What follows belongs to an exercise in optimizing a design on an open flow for small area; a production flow would make more cautious choices. Function was checked by simulation only, so behaviour that the tests miss may differ from the original. Power and IR drop assume default switching activity.

lane 1:
==> module metricsEngine, before the edit <==
module metricsEngine (
    input  logic                    clk,
    input  logic                    rst,
    input  logic                    fifoValid,
    input  logic [1:0]              fifoActivity,
    input  logic [SecWidth-1:0]     fifoSeconds,
    input  logic [DataWidth-1:0]    weight,
    input  logic [DataWidth-1:0]    restingRate,
    input  logic [DataWidth-1:0]    distance,
    output logic                    fifoReady,
    output logic [DataWidth-1:0]    secondsRun,
    output logic [DataWidth-1:0]    secondsWalk,
    output logic [DataWidth-1:0]    secondsCycle,
    output logic [CalorieWidth-1:0] caloriesRun,
    output logic [CalorieWidth-1:0] caloriesWalk,
    output logic [CalorieWidth-1:0] caloriesCycle,
    output logic [DataWidth-1:0]    speed,
    output logic [DataWidth-1:0]    targetRate,
    output logic                    resultValid
);
    logic [3:0]              state;
    logic                    sIdle;
    logic                    sCalc;
    logic                    sPub;
    logic [1:0]              curAct;
    logic [SecWidth-1:0]     curSec;
    logic [SecWidth-1:0]     secRun;
    logic [SecWidth-1:0]     secWalk;
    logic [SecWidth-1:0]     secCycle;
    logic [SecWidth-1:0]     nextRun;
    logic [SecWidth-1:0]     nextWalk;
    logic [SecWidth-1:0]     nextCycle;
    logic [DataWidth-1:0]    timeSum;
    logic                    timeZero;
    logic [ProdWidth-1:0]    prod;
    logic [SecWidth:0]       prodAdd;
    logic [ProdWidth+2:0]    prod5;
    logic [DataWidth-1:0]    quotient;
    logic [DataWidth-1:0]    speedThird;
    logic [DataWidth-1:0]    calcWeight;
    logic [DataWidth-1:0]    calcDistance;
    assign sIdle       = (state[3:1] == 3'b000);
    assign sCalc       = !state[3] && state[1];
    assign sPub        = !state[3] && state[2];
    assign resultValid = !state[3] && state[0];
    assign fifoReady   = sIdle;
    assign nextRun   = (curAct == actRun)   ? curSec : secRun;
    assign nextWalk  = (curAct == actWalk)  ? curSec : secWalk;
    assign nextCycle = (curAct == actCycle) ? curSec : secCycle;
    logic [SecWidth:0] pairSum;
    rcAdd #(.W(SecWidth)) pairAdd_i (
        .a  (nextRun),
        .b  (nextWalk),
        .ci (1'b0),
        .s  (pairSum[SecWidth-1:0]),
        .co (pairSum[SecWidth])
    );
    rcAdd #(.W(SecWidth + 1)) totalAdd_i (
        .a  (pairSum),
        .b  ({1'b0, nextCycle}),
        .ci (1'b0),
        .s  (timeSum[SecWidth:0]),
        .co (timeSum[SecWidth+1])
    );
    assign timeZero  = (timeSum == '0);
    assign calcWeight   = timeZero ? '0 : weight;
    assign calcDistance = timeZero ? '0 : distance;
    always_ff @(posedge clk or posedge rst) begin
        if (rst) begin
            state <= 4'b0000;
        end else begin
            casez (state)
                4'b1111: state <= 4'b0100;
                4'b1???: state <= state + 4'b0001;
                4'b0?1?: state <= timeZero ? 4'b0100 : 4'b1000;
                4'b01??: state <= 4'b0001;
                default: state <= fifoValid ? 4'b0010 : 4'b0000;
            endcase
        end
    end
    always_ff @(posedge clk) begin
        if (sIdle && fifoValid) begin
            curAct <= fifoActivity;
            curSec <= fifoSeconds;
        end
    end
    rcAdd #(.W(SecWidth)) prodAdd_i (
        .a  (prod[ProdWidth-1:DataWidth]),
        .b  (prod[0] ? curSec : '0),
        .ci (1'b0),
        .s  (prodAdd[SecWidth-1:0]),
        .co (prodAdd[SecWidth])
    );
    always_ff @(posedge clk) begin
        if (sCalc) prod <= {{SecWidth{1'b0}}, calcWeight};
        else       prod <= {prodAdd, prod[DataWidth-1:1]};
    end
    assign prod5[1:0] = prod[1:0];
    rcAdd #(.W(ProdWidth)) prod5Add_i (
        .a  (prod),
        .b  ({2'b00, prod[ProdWidth-1:2]}),
        .ci (1'b0),
        .s  (prod5[ProdWidth+1:2]),
        .co (prod5[ProdWidth+2])
    );
    serialDivider serialDivider_i (
        .clk      (clk),
        .divLoad  (sCalc),
        .dividend (calcDistance),
        .divisor  (timeSum),
        .quotient (quotient)
    );
    always_comb begin : divByThree
        logic [1:0] r;
        logic [2:0] t;
        r = 2'd0;
        for (int i = DataWidth - 1; i >= 0; i--) begin
            t = {r, quotient[i]};
            speedThird[i] = (t >= 3'd3);
            r = speedThird[i] ? 2'(t - 3'd3) : t[1:0];
        end
    end
    logic [DataWidth-1:0] targetNew;
    logic [DataWidth-1:0] csaSum;
    logic [DataWidth-1:0] csaCarry;
    assign csaSum   = restingRate ^ (weight >> 1) ^ speedThird;
    assign csaCarry = (restingRate & (weight >> 1)) | (restingRate & speedThird)
                    | ((weight >> 1) & speedThird);
    rcAdd #(.W(DataWidth)) targetAdd_i (
        .a  (csaSum),
        .b  ({csaCarry[DataWidth-2:0], 1'b0}),
        .ci (1'b0),
        .s  (targetNew),
        .co ()
    );
    always_ff @(posedge clk or posedge rst) begin
        if (rst) begin
            secRun        <= '0;
            secWalk       <= '0;
            secCycle      <= '0;
            caloriesRun   <= '0;
            caloriesWalk  <= '0;
            caloriesCycle <= '0;
            speed         <= '0;
            targetRate    <= '0;
        end else if (sPub) begin
            secRun   <= nextRun;
            secWalk  <= nextWalk;
            secCycle <= nextCycle;
            case (curAct)
                actRun:   caloriesRun   <= CalorieWidth'({prod5, 1'b0});
                actWalk:  caloriesWalk  <= CalorieWidth'(prod5);
                actCycle: caloriesCycle <= CalorieWidth'({prod, 3'b000});
                default:  ;
            endcase
            speed      <= quotient;
            targetRate <= targetNew;
        end
    end
    assign secondsRun   = DataWidth'(secRun);
    assign secondsWalk  = DataWidth'(secWalk);
    assign secondsCycle = DataWidth'(secCycle);
endmodule
Settings: LEC_CHECK=0, CAP_MARGIN=20, CORE_MARGIN=2, CORE_UTILIZATION=40, SLEW_MARGIN=20; clock period 12.0 ns.
standard.sh (not shown) runs the stock make flow with config.mk's settings and CLKGATE_MAP_FILE= SYNTH_SCRIPT=/design/flow/synth_recipe.tcl, a recipe that flattens the netlist after the stock synthesis.
==> flow/flow/run.sh <==
#!/bin/bash
# The standard layout (standard.sh) with these changes:
#  - synthesis maps the logic with an area-oriented ABC script (flow/abc.script)
#    and leaves the full adders to ABC instead of mapping them to adder cells
#    first; everything else in synthesis, registers included, is the standard one
#  - the port buffers use the smallest buffer cell
#  - the clock tree uses clkbuf_8 and no dummy loads
#  - one tie cell drives all the constant outputs
set -euo pipefail
here=$(pwd)
{
  cat <<'TCL'
proc abc {args} {
  set i [lsearch -exact $args -script]
  if { $i >= 0 } {
    set args [lreplace $args [expr {$i + 1}] [expr {$i + 1}] $::env(FLOW_ABC_SCRIPT)]
  }
  yosys abc {*}$args
}
TCL
  cat synth_recipe.tcl
} > flow_synth.tcl
export FLOW_ABC_SCRIPT="$here/flow/abc.script"
export BUFFER_PORTS_ARGS="-buffer_cell sky130_fd_sc_hd__buf_1"
export CTS_ARGS="-sink_clustering_enable -repair_clock_nets -dont_use_dummy_load -buf_list sky130_fd_sc_hd__clkbuf_8"
export SKIP_REPAIR_TIE_FANOUT=1
bash standard.sh SYNTH_SCRIPT="$here/flow_synth.tcl" ADDER_MAP_FILE= finish > standard.log 2>&1
==> flow/flow/abc.script <==
strash
&get -n
&deepsyn -I 4 -J 50
&put
dch -f
amap -m -F 4 -A 8
Inputs modified between lane 1 and lane 2:
--- a/flow/design.v
+++ b/flow/design.v
@@ -231,13 +231,13 @@
         .a  (pairSum),
         .b  ({1'b0, nextCycle}),
         .ci (1'b0),
         .s  (timeSum[SecWidth:0]),
         .co (timeSum[SecWidth+1])
     );
-    assign timeZero  = (timeSum == '0);
+    assign timeZero  = (nextRun == '0) && (nextWalk == '0) && (nextCycle == '0);
     assign calcWeight   = timeZero ? '0 : weight;
     assign calcDistance = timeZero ? '0 : distance;
     always_ff @(posedge clk or posedge rst) begin
         if (rst) begin
             state <= 4'b0000;
         end else begin
Results
Lane 2 did not stop at any stage, and its layout met the timing, DRC and antenna checks.
Worst setup slack was higher in the run labelled lane 2.
Lane 2 and lane 1 ended up with nearly the same delay of the slowest critical-path stage.
Looking at end point of the critical path, the metricsEngine_i.serialDivider_i.remReg[4] result is from lane 2; the metricsEngine_i.serialDivider_i.remReg[2] one comes from lane 1.
Looking at met3 track utilization from global routing, lane 2 sits 0.59 points above lane 1.
Delta (lane 2 minus lane 1): worst hold slack decreased 24 ps, relative contribution of combinational cells to total power now smaller, utilization after layout neither gained nor lost much, sequential share of layout area level, fraction of met2 tracks used by global routing now sits higher.
Going from lane 1 to lane 2, detailed-routed wire length on met3 went up by 240 um; final period demand of the worst path has decreased.

## static timing again, ports no longer ideal
How much do the figures lean on ideal ports? The routed layouts below were timed once more, with nothing changed but the port constraints.
Step 1 (the two cells are an assumption about what drives the block):
set clk [get_ports {clk}]
set_driving_cell -lib_cell sky130_fd_sc_hd__clkbuf_16 $clk
set_driving_cell -lib_cell sky130_fd_sc_hd__buf_2 [delete_from_list [all_inputs] $clk]
Step 2, shift: input delay + t, output delay - t, t = (earliest + latest rising clock arrival at the registers) / 2. This alone moves slack from input paths to output paths.
a / b / c = ideal / step 1 / step 2; a / b = the first two.
run | t, ns | slack for setup (ns) | clock arrival spread, ns | slew at the worst register clock pin (ns) | worst slew at a driven data input, ns
lane 1 | 0.480 | 6.244 / 6.244 / 6.244 | 0.041 / 0.041 | 0.11 / 0.11 | 0.04
lane 2 | 0.483 | 6.252 / 6.252 / 6.252 | 0.051 / 0.051 | 0.12 / 0.12 | 0.06
After both steps every run listed still meets setup and hold.
